This design comes from an exercise in tuning for small area, a short achievable clock period and few clock cycles on the open sky130 flow, not from production work. Function was checked by simulation only, so behaviour that the tests miss may differ from the original. Power and IR drop assume default switching activity.

$ cat design/flow/config.mk
export PLATFORM = sky130hd
export DESIGN_NAME = alu_apb_top
export DESIGN_NICKNAME = alu_apb_top
export VERILOG_FILES = /design/flow/design.v
export SDC_FILE = /design/flow/constraint.sdc
export NUM_CORES = 4
export LEC_CHECK = 0
export CAP_MARGIN = 20
export CORE_MARGIN = 2
export CORE_UTILIZATION = 55
export SETUP_SLACK_MARGIN = 5
export SLEW_MARGIN = 20
export TNS_END_PERCENT = 100
$ cat design/flow/design.v
package alu_pkg;
	localparam int data_width = 8;
	typedef logic [data_width-1:0] alu_word_t;
	typedef logic [$clog2(data_width)-1:0] shamt_t;
	typedef logic [data_width/2-1:0] nibble_t;
	typedef enum logic [3:0] {
		op_nop0  = 4'd0,
		op_add   = 4'd1,
		op_sub   = 4'd2,
		op_rsb   = 4'd3,
		op_mulhi = 4'd4,
		op_nop5  = 4'd5,
		op_nop6  = 4'd6,
		op_nop7  = 4'd7,
		op_nor   = 4'd8,
		op_not   = 4'd9,
		op_nand  = 4'd10,
		op_xnor  = 4'd11,
		op_srl   = 4'd12,
		op_sll   = 4'd13,
		op_ror   = 4'd14,
		op_rol   = 4'd15
	} alu_op_t;
endpackage
package bus_map_pkg;
	localparam int apb_addr_width = 10;
	typedef logic [apb_addr_width-1:0] apb_addr_t;
	localparam int mem_depth = 512;
	localparam apb_addr_t addr_op_a    = 10'h200;
	localparam apb_addr_t addr_op_b    = 10'h201;
	localparam apb_addr_t addr_op_code = 10'h202;
	localparam apb_addr_t addr_result  = 10'h203;
	typedef enum logic [1:0] {
		st_idle,
		st_access,
		st_mem_wait
	} bus_state_t;
endpackage
`timescale 1ns/100ps
module word_ram #(
	parameter int mem_depth = bus_map_pkg::mem_depth
) (
	input  logic                   clk,
	input  logic [$clog2(mem_depth)-1:0] addr,
	input  logic                   wr_en,
	input  alu_pkg::alu_word_t     wdata,
	output alu_pkg::alu_word_t     rdata
);
	alu_pkg::alu_word_t mem [mem_depth];
	always_ff @(posedge clk) begin
		if (wr_en) begin
			mem[addr] <= wdata;
		end
	end
	assign rdata = mem[addr];
endmodule
`timescale 1ns/100ps
module array_multiplier #(
	parameter int nibble_width = alu_pkg::data_width / 2
) (
	input  alu_pkg::nibble_t   mcand,
	input  alu_pkg::nibble_t   mplier,
	output alu_pkg::alu_word_t product
);
	logic [nibble_width-1:0] rows [nibble_width];
	for (genvar i = 0; i < nibble_width; i++) begin : g_row
		assign rows[i] = mcand & {nibble_width{mplier[i]}};
	end
	always_comb begin
		logic [nibble_width-1:0] pp;
		logic [nibble_width-1:0] sum;
		logic carry;
		product[0] = rows[0][0];
		pp = {1'b0, rows[0][nibble_width-1:1]};
		for (int i = 1; i < nibble_width; i++) begin
			carry = 1'b0;
			for (int j = 0; j < nibble_width; j++) begin
				sum[j] = rows[i][j] ^ pp[j] ^ carry;
				carry = (rows[i][j] & pp[j]) | (carry & (rows[i][j] ^ pp[j]));
			end
			product[i] = sum[0];
			pp = {carry, sum[nibble_width-1:1]};
		end
		product[2*nibble_width-1:nibble_width] = pp;
	end
endmodule
`timescale 1ns/100ps
module shift_rotate #(
	parameter int data_width = alu_pkg::data_width
) (
	input  alu_pkg::alu_word_t value,
	input  alu_pkg::shamt_t    amount,
	input  logic               to_right,
	input  logic               rotate,
	output alu_pkg::alu_word_t shifted
);
	always_comb begin
		logic [data_width-1:0] stage;
		logic [data_width-1:0] wrap;
		stage = value;
		wrap = '0;
		for (int k = 0; k < $clog2(data_width); k++) begin
			if (amount[k]) begin
				if (to_right) begin
					wrap = stage << (data_width - (1 << k));
					stage = stage >> (1 << k);
				end else begin
					wrap = stage >> (data_width - (1 << k));
					stage = stage << (1 << k);
				end
				if (rotate) begin
					stage = stage | wrap;
				end
			end
		end
		shifted = stage;
	end
endmodule
`timescale 1ns/100ps
module alu_core #(
	parameter int data_width = alu_pkg::data_width
) (
	input  alu_pkg::alu_word_t op_a,
	input  alu_pkg::alu_word_t op_b,
	input  alu_pkg::alu_op_t   op_code,
	output alu_pkg::alu_word_t result
);
	localparam int half_width = data_width / 2;
	alu_pkg::alu_word_t add_x;
	alu_pkg::alu_word_t add_y;
	logic      add_cin;
	alu_pkg::alu_word_t sum;
	alu_pkg::alu_word_t product;
	alu_pkg::alu_word_t shifted;
	logic      to_right;
	logic      rotate;
	always_comb begin
		add_x = op_a;
		add_y = op_b;
		add_cin = 1'b0;
		if (op_code == alu_pkg::op_sub) begin
			add_y = ~op_b;
			add_cin = 1'b1;
		end else if (op_code == alu_pkg::op_rsb) begin
			add_x = ~op_a;
			add_cin = 1'b1;
		end
	end
	assign sum = add_x + add_y + {{(data_width-1){1'b0}}, add_cin};
	array_multiplier #(
		.nibble_width(half_width)
	) i_mul (
		.mcand  (op_a[data_width-1 -: half_width]),
		.mplier (op_b[data_width-1 -: half_width]),
		.product(product)
	);
	assign to_right = (op_code == alu_pkg::op_srl) || (op_code == alu_pkg::op_ror);
	assign rotate   = (op_code == alu_pkg::op_ror) || (op_code == alu_pkg::op_rol);
	shift_rotate #(
		.data_width(data_width)
	) i_shift (
		.value   (op_a),
		.amount  (op_b[$clog2(data_width)-1:0]),
		.to_right(to_right),
		.rotate  (rotate),
		.shifted (shifted)
	);
	always_comb begin
		case (op_code)
			alu_pkg::op_add, alu_pkg::op_sub, alu_pkg::op_rsb: result = sum;
			alu_pkg::op_mulhi:               result = product;
			alu_pkg::op_nor:                 result = ~(op_a | op_b);
			alu_pkg::op_not:                 result = ~op_b;
			alu_pkg::op_nand:                result = ~(op_a & op_b);
			alu_pkg::op_xnor:                result = op_a ~^ op_b;
			alu_pkg::op_srl, alu_pkg::op_sll:         result = shifted;
			alu_pkg::op_ror, alu_pkg::op_rol:         result = shifted;
			alu_pkg::op_nop0, alu_pkg::op_nop5:       result = '0;
			alu_pkg::op_nop6, alu_pkg::op_nop7:       result = '0;
		endcase
	end
endmodule
`timescale 1ns/100ps
module apb_regs (
	input  logic                   clk,
	input  logic                   rst_n,
	input  logic                   psel,
	input  logic                   penable,
	input  logic                   pwrite,
	input  bus_map_pkg::apb_addr_t paddr,
	input  alu_pkg::alu_word_t     pwdata,
	output alu_pkg::alu_word_t     prdata,
	output logic                   pready,
	output logic                   pslverr,
	output alu_pkg::alu_word_t     op_a,
	output alu_pkg::alu_word_t     op_b,
	output alu_pkg::alu_op_t       op_code,
	input  alu_pkg::alu_word_t     alu_result,
	output logic                   mem_wr,
	input  alu_pkg::alu_word_t     mem_rdata
);
	logic      hit_mem;
	logic      hit_reg;
	logic      addr_err;
	alu_pkg::alu_word_t reg_rdata;
	alu_pkg::alu_word_t result_q;
	assign hit_mem  = !paddr[9];
	assign hit_reg  = paddr[9] && (paddr[8:2] == '0);
	assign addr_err = paddr[9] && (!hit_reg || (pwrite && paddr[1:0] == 2'd3));
	assign mem_wr = psel && pwrite && hit_mem;
	always_comb begin
		case (paddr[1:0])
			2'd0: reg_rdata = op_a;
			2'd1: reg_rdata = op_b;
			2'd2: reg_rdata = {4'b0, op_code};
			default: reg_rdata = result_q;
		endcase
		if (!hit_reg) reg_rdata = '0;
	end
	assign pready = 1'b1;
	always_ff @(posedge clk) begin
		prdata  <= hit_mem ? mem_rdata : reg_rdata;
		pslverr <= addr_err;
	end
	always_ff @(posedge clk) begin
		if (!rst_n) begin
			op_a <= '0;
			op_b <= '0;
			op_code <= alu_pkg::op_nop0;
			result_q <= '0;
		end else begin
			if (psel && pwrite && hit_reg && paddr[1:0] == 2'd0) begin
				op_a <= pwdata;
			end
			if (psel && pwrite && hit_reg && paddr[1:0] == 2'd1) begin
				op_b <= pwdata;
			end
			if (psel && pwrite && hit_reg && paddr[1:0] == 2'd2) begin
				op_code <= alu_pkg::alu_op_t'(pwdata[3:0]);
			end
			result_q <= alu_result;
		end
	end
endmodule
`timescale 1ns/100ps
module alu_apb_top #(
	parameter int data_width = alu_pkg::data_width,
	parameter int mem_depth  = bus_map_pkg::mem_depth
) (
	input  logic                   clk,
	input  logic                   rst_n,
	input  logic                   psel,
	input  logic                   penable,
	input  logic                   pwrite,
	input  bus_map_pkg::apb_addr_t paddr,
	input  alu_pkg::alu_word_t     pwdata,
	output alu_pkg::alu_word_t     prdata,
	output logic                   pready,
	output logic                   pslverr
);
	alu_pkg::alu_word_t op_a;
	alu_pkg::alu_word_t op_b;
	alu_pkg::alu_op_t   op_code;
	alu_pkg::alu_word_t alu_result;
	logic                 mem_wr;
	alu_pkg::alu_word_t   mem_rdata;
	apb_regs i_regs (
		.clk       (clk),
		.rst_n     (rst_n),
		.psel      (psel),
		.penable   (penable),
		.pwrite    (pwrite),
		.paddr     (paddr),
		.pwdata    (pwdata),
		.prdata    (prdata),
		.pready    (pready),
		.pslverr   (pslverr),
		.op_a      (op_a),
		.op_b      (op_b),
		.op_code   (op_code),
		.alu_result(alu_result),
		.mem_wr    (mem_wr),
		.mem_rdata (mem_rdata)
	);
	word_ram #(
		.mem_depth(mem_depth)
	) i_ram (
		.clk     (clk),
		.addr    (paddr[8:0]),
		.wr_en   (mem_wr),
		.wdata   (pwdata),
		.rdata   (mem_rdata)
	);
	alu_core #(
		.data_width(data_width)
	) i_alu (
		.op_a   (op_a),
		.op_b   (op_b),
		.op_code(op_code),
		.result (alu_result)
	);
endmodule
$ cat design/flow/run.sh
#!/bin/bash
# synth_recipe.tcl (not shown) runs the flow's synth.tcl, then flattens the netlist and writes it again
# the make line also repeats each setting of config.mk as NAME=value (left out here)
make -C /OpenROAD-flow-scripts/flow DESIGN_CONFIG=/design/flow/config.mk WORK_HOME=/design/flow/orfs CLKGATE_MAP_FILE= SYNTH_SCRIPT=/design/flow/synth_recipe.tcl finish
$ cat design/flow/constraint.sdc
create_clock -name core_clock -period 8.0 [get_ports {clk}]
set_input_delay 1.6000 -clock core_clock [delete_from_list [all_inputs] [get_ports {clk}]]
set_output_delay 1.6000 -clock core_clock [all_outputs]
set_load 0.01 [all_outputs]
==> run summary <==
[worst max-delay path, stage by stage, from the launching register on]
cell	delay [ns]
dfxtp_4	0.38
inv_4	0.04
nor2_4	0.12
ha_4	0.14
fa_2	0.19
inv_2	0.04
fa_1	0.48
inv_2	0.04
fa_2	0.35
fa_2	0.36
inv_2	0.06
fa_1	0.42
fa_2	0.35
inv_2	0.07
fa_2	0.45
a31oi_1	0.15
o31ai_1	0.10
a22oi_1	0.25
nor2b_1	0.09
[logic make-up after synthesis]
kind of cell    Yosys count  synth area share
mux                    1321            0.1506
simple gates           1104           0.02939
fa+ha+maj                36          0.003194
compound gates          792           0.03443
xor+xnor                 21          0.001134
other cells               1        0.00002312
buf+inv                 550           0.01828
flops                  4133            0.7630
[worst paths after layout]
check | startpoint | endpoint | slack, ns | cells past startpoint
max | i_regs.op_a[5]$_SDFFE_PN0P_ | i_regs.result_q[6]$_SDFF_PN0_ | 3.80 | 18
min | i_regs.op_a[1]$_SDFFE_PN0P_ | i_regs.op_a[1]$_SDFFE_PN0P_ | 0.59 | 2
max reg2reg | i_regs.op_a[5]$_SDFFE_PN0P_ | i_regs.result_q[6]$_SDFF_PN0_ | 3.80 | 18
min reg2reg | i_regs.op_a[1]$_SDFFE_PN0P_ | i_regs.op_a[1]$_SDFFE_PN0P_ | 0.59 | 2
[sequential cells by signal (all words and copies together), names as in the netlist]
name / count
i_ram.mem: 4096
i_regs.result_q: 8
i_regs.op_b: 8
i_regs.prdata: 8
i_regs.pslverr: 1
i_regs.op_code: 4
i_regs.op_a: 8
[through the flow]
step / instance area, sq um / setup WS, ns / instances / hold slack [ns] / power, W
2_1_floorplan: 168600 / 3.983 / 7958 / 0.4945 / 0.02546
3_3_place_gp: 171800 / 1.278 / 11660 / 0.5360 / 0.02652
3_5_place_dp: 171900 / 1.241 / 11670 / 0.5567 / 0.02655
4_1_cts: 194900 / 3.751 / 12910 / 0.5715 / 0.04653
5_1_grt: 197500 / 3.718 / 13060 / 0.6209 / 0.04749
6_report: 197500 / 3.805 / 13070 / 0.5926 / 0.04654
[Yosys cell counts, drive strengths merged (5+ instances only)]
cell type and number:
and3 7, a21boi 8, a311oi 7, xnor2 18, o221ai 20, and4 6
mux4 892, a221oi 74, a22o 47, mux2 30, nand2b 11, clkbuf 190
or4 5, nor3b 10, nor2 625, a2111oi 8, fa 9, and3b 6
a31oi 36, a21oi 127, a32oi 10, nand2 214, nand4 33, inv 34
o31ai 6, o22ai 83, o211ai 14, o21ai 86, nor3 41, mux2i 399
nor2b 27, nor4 13, a22oi 198, a211oi 21, ha 27, nand3 78
edfxtp 4096, dfxtp 37, buf 325, o2111ai 6
[repair_timing]
item                                    in CTS  in global routing
resized for setup                          587                115
endpoints found under the hold margin        0                  0
buffers inserted                           391                138
pin swaps                                  213                120
endpoints found under the setup margin    4141               1807
gates cloned                                69                  8
[power groups by stage]
stage,logic [W],registers [W],clock network (W)
floorplan,0.00119,0.0243,0
global placement,0.00224,0.0243,0
detailed placement,0.00227,0.0243,0
CTS,0.00267,0.0238,0.0200
global route,0.00283,0.0238,0.0209
finish,0.00279,0.0238,0.0199
[layout by cell type (no fill, tap or decap), types with 20 or more instances in the layout]
cell / synthesis / layout
mux2_2: 30 / 30
a31oi_1: 36 / 24
buf_8: 3 / 22
nor3_1: 40 / 28
nand3_1: 78 / 69
o21ai_0: 82 / 55
nand2_2: 0 / 22
bufbuf_16: 0 / 32
bufinv_16: 0 / 53
nand4_1: 33 / 33
clkbuf_1: 189 / 78
a211oi_1: 21 / 20
nand2_8: 0 / 29
inv_1: 32 / 21
ha_1: 27 / 26
mux2i_1: 399 / 365
buf_6: 44 / 61
dfxtp_1: 37 / 22
a22o_1: 47 / 45
nand2_1: 214 / 157
nor2_4: 0 / 523
buf_12: 2 / 264
clkinv_2: 0 / 90
mux4_2: 892 / 892
edfxtp_1: 4096 / 4096
a21oi_1: 127 / 109
clkbuf_16: 0 / 437
a221oi_1: 72 / 52
clkinv_1: 1 / 104
buf_16: 0 / 75
a22oi_1: 198 / 180
o22ai_1: 83 / 65
mux2i_2: 0 / 21
buf_4: 74 / 429
nor2_1: 624 / 96
nor2b_1: 26 / 20
[area by class of cell]
| class | count | area (sq um) | share of cell area |
|---|---|---|---|
| antenna | 16 | 40.04 | 0.0002027 |
| clock inverter | 275 | 2834 | 0.01435 |
| sequential | 4133 | 123800 | 0.6267 |
| timing repair buffer | 898 | 12880 | 0.06523 |
| inverter | 35 | 173.9 | 0.0008805 |
| multi-input combinational | 3287 | 41870 | 0.2120 |
| tap | 3919 | 4903 | 0.02483 |
| clock buffer | 507 | 11030 | 0.05583 |
[per-layer routing]
| layer | part of all wire | wire (um) | global-route usage |
|---|---|---|---|
| met5 | 0.00013 | 69 | 0 |
| met4 | 0.050 | 26820 | 0.1475 |
| met3 | 0.12 | 64660 | 0.08748 |
| met2 | 0.45 | 243000 | 0.5309 |
| met1 | 0.38 | 202600 | 0.5157 |
==> flow_metrics.tcl <==
set metrics [dict create \
    cts_inserted_buffers 422 \
    internal_power_w 0.03631 \
    drt-initial-drc-count 14060 \
    cts-root-buf "clkbuf_16" \
    yosys.area.top_type "edfxtp_1" \
    pin_count 33 \
    avgSynthCellArea_sq_um 20.38 \
    grt_first_pass_wirelength_um 727600 \
    h-tree-depth 5 \
    grt_pass1_vias 86350 \
    dpl.hpwl_um 302800 \
    synth_top_area_frac 0.7584 \
    wl_per_cell_um 41.10 \
    max_slew.worst_pin.slew_ns 1.334 \
    cts_tree "yes" \
    powerDensity_nw_per_um2 235.6 \
    arrival_ns 5.02 \
    fin_util 0.6728 \
    drv_slew 0 \
    async_reset_ff_frac 0 \
    drc_errors 0 \
    yosysWarnings 6 \
    dieWidth_um 547.0 \
    grt.overflow.total 0 \
    crit_required_ns 8.82 \
    crit_fanout 4 \
    min_path_type "register to register" \
    cts_sinks 4133 \
    ys_seq_area_frac 0.7630 \
    hold_viol 0 \
    clkLatencyLatePin_ns 1.00 \
    period_needed_ns 4.195 \
    gp_congestion 0.9098 \
    vias_per_cell 6.865 \
    synth-seq-cells 4133 \
    synth_edf_count 4096 \
    p_leak_nw 62.32 \
    die_area_sq_um 299200 \
    synth.area.top_cells "edfxtp_1 (76%), mux4_2 (12%), mux2i_1 (2.5%), nor2_1 (1.4%), a22oi_1 (0.92%)" \
    p_sw_frac 0.2200 \
    power_frac_clock 0.428 \
    nNetsFinal 8836 \
    row_count 199 \
    worstSetupPathType "register to register" \
    wl_um 537200 \
    fillers 18840 \
    clkSlewWorstSetupHoldPaths_ns 0.06 \
    io_buffers 30 \
    setup_viol 0 \
    core_sq_um 293600 \
    post-route-period-util 0.5244 \
    drive_above_1_share 0.3602 \
    detail-route-antenna-nets 0 \
    synth_nets 8017 \
    pwr-share-comb 0.060 \
    tns_ns 0 \
    die_y_um 547.0 \
    clock.fmax_mhz 238.4 \
    slew_headroom 0.1106 \
    grt_usage 0.3581 \
    start_util 0.5525 \
    end_kind "register" \
    dominantRegCellSynth "edfxtp_1" \
    switchingPower_w 0.01024 \
    grt_max_degree 193 \
    syn_inst 7958 \
    area_growth_pct 21.79 \
    synthesis.area_sq_um 162200 \
    antenna_found_initial 28 \
    first_pass_iters 6 \
    finalClockSkew_ns 0.06053 \
    rsz0062_at_grt "yes" \
    startpoint_type "register" \
    cts_max_path_buffers 4 \
    hold_buffers 0 \
    vdd.ir_drop.worst_uv 221.4 \
    ys_types 88 \
    cap_violations 0 \
    status "finished clean" \
    pwr-share-seq 0.512 \
    dr_total_vias 89730 \
]
Testbench counts, summed over its fixed seeds: cycles 48,000.

port drivers added, routing unchanged:
In the flow no input, the clock included, has a driving cell. The finished layout below was timed again as built, in two steps.
Step 1: set_driving_cell puts a clkbuf_16 on clk and a buf_2 on each other input, an assumption about the parent block.
Step 2 times the ports against the registers' clock, not the clock port: input delays grow and output delays shrink by t, the midpoint of the rising clock arrivals with the driver on.
Three values: no drivers, after step 1, after step 2; two values: the first two.
shift t [ns]: 1.073
setup WS [ns]: 3.805 / 3.440 / 2.367
pins driven straight from the clock port: 1
After both steps this run still meets setup and hold. The setup slack of this run moves by -0.365 ns with the drivers and by -1.438 ns with both steps.
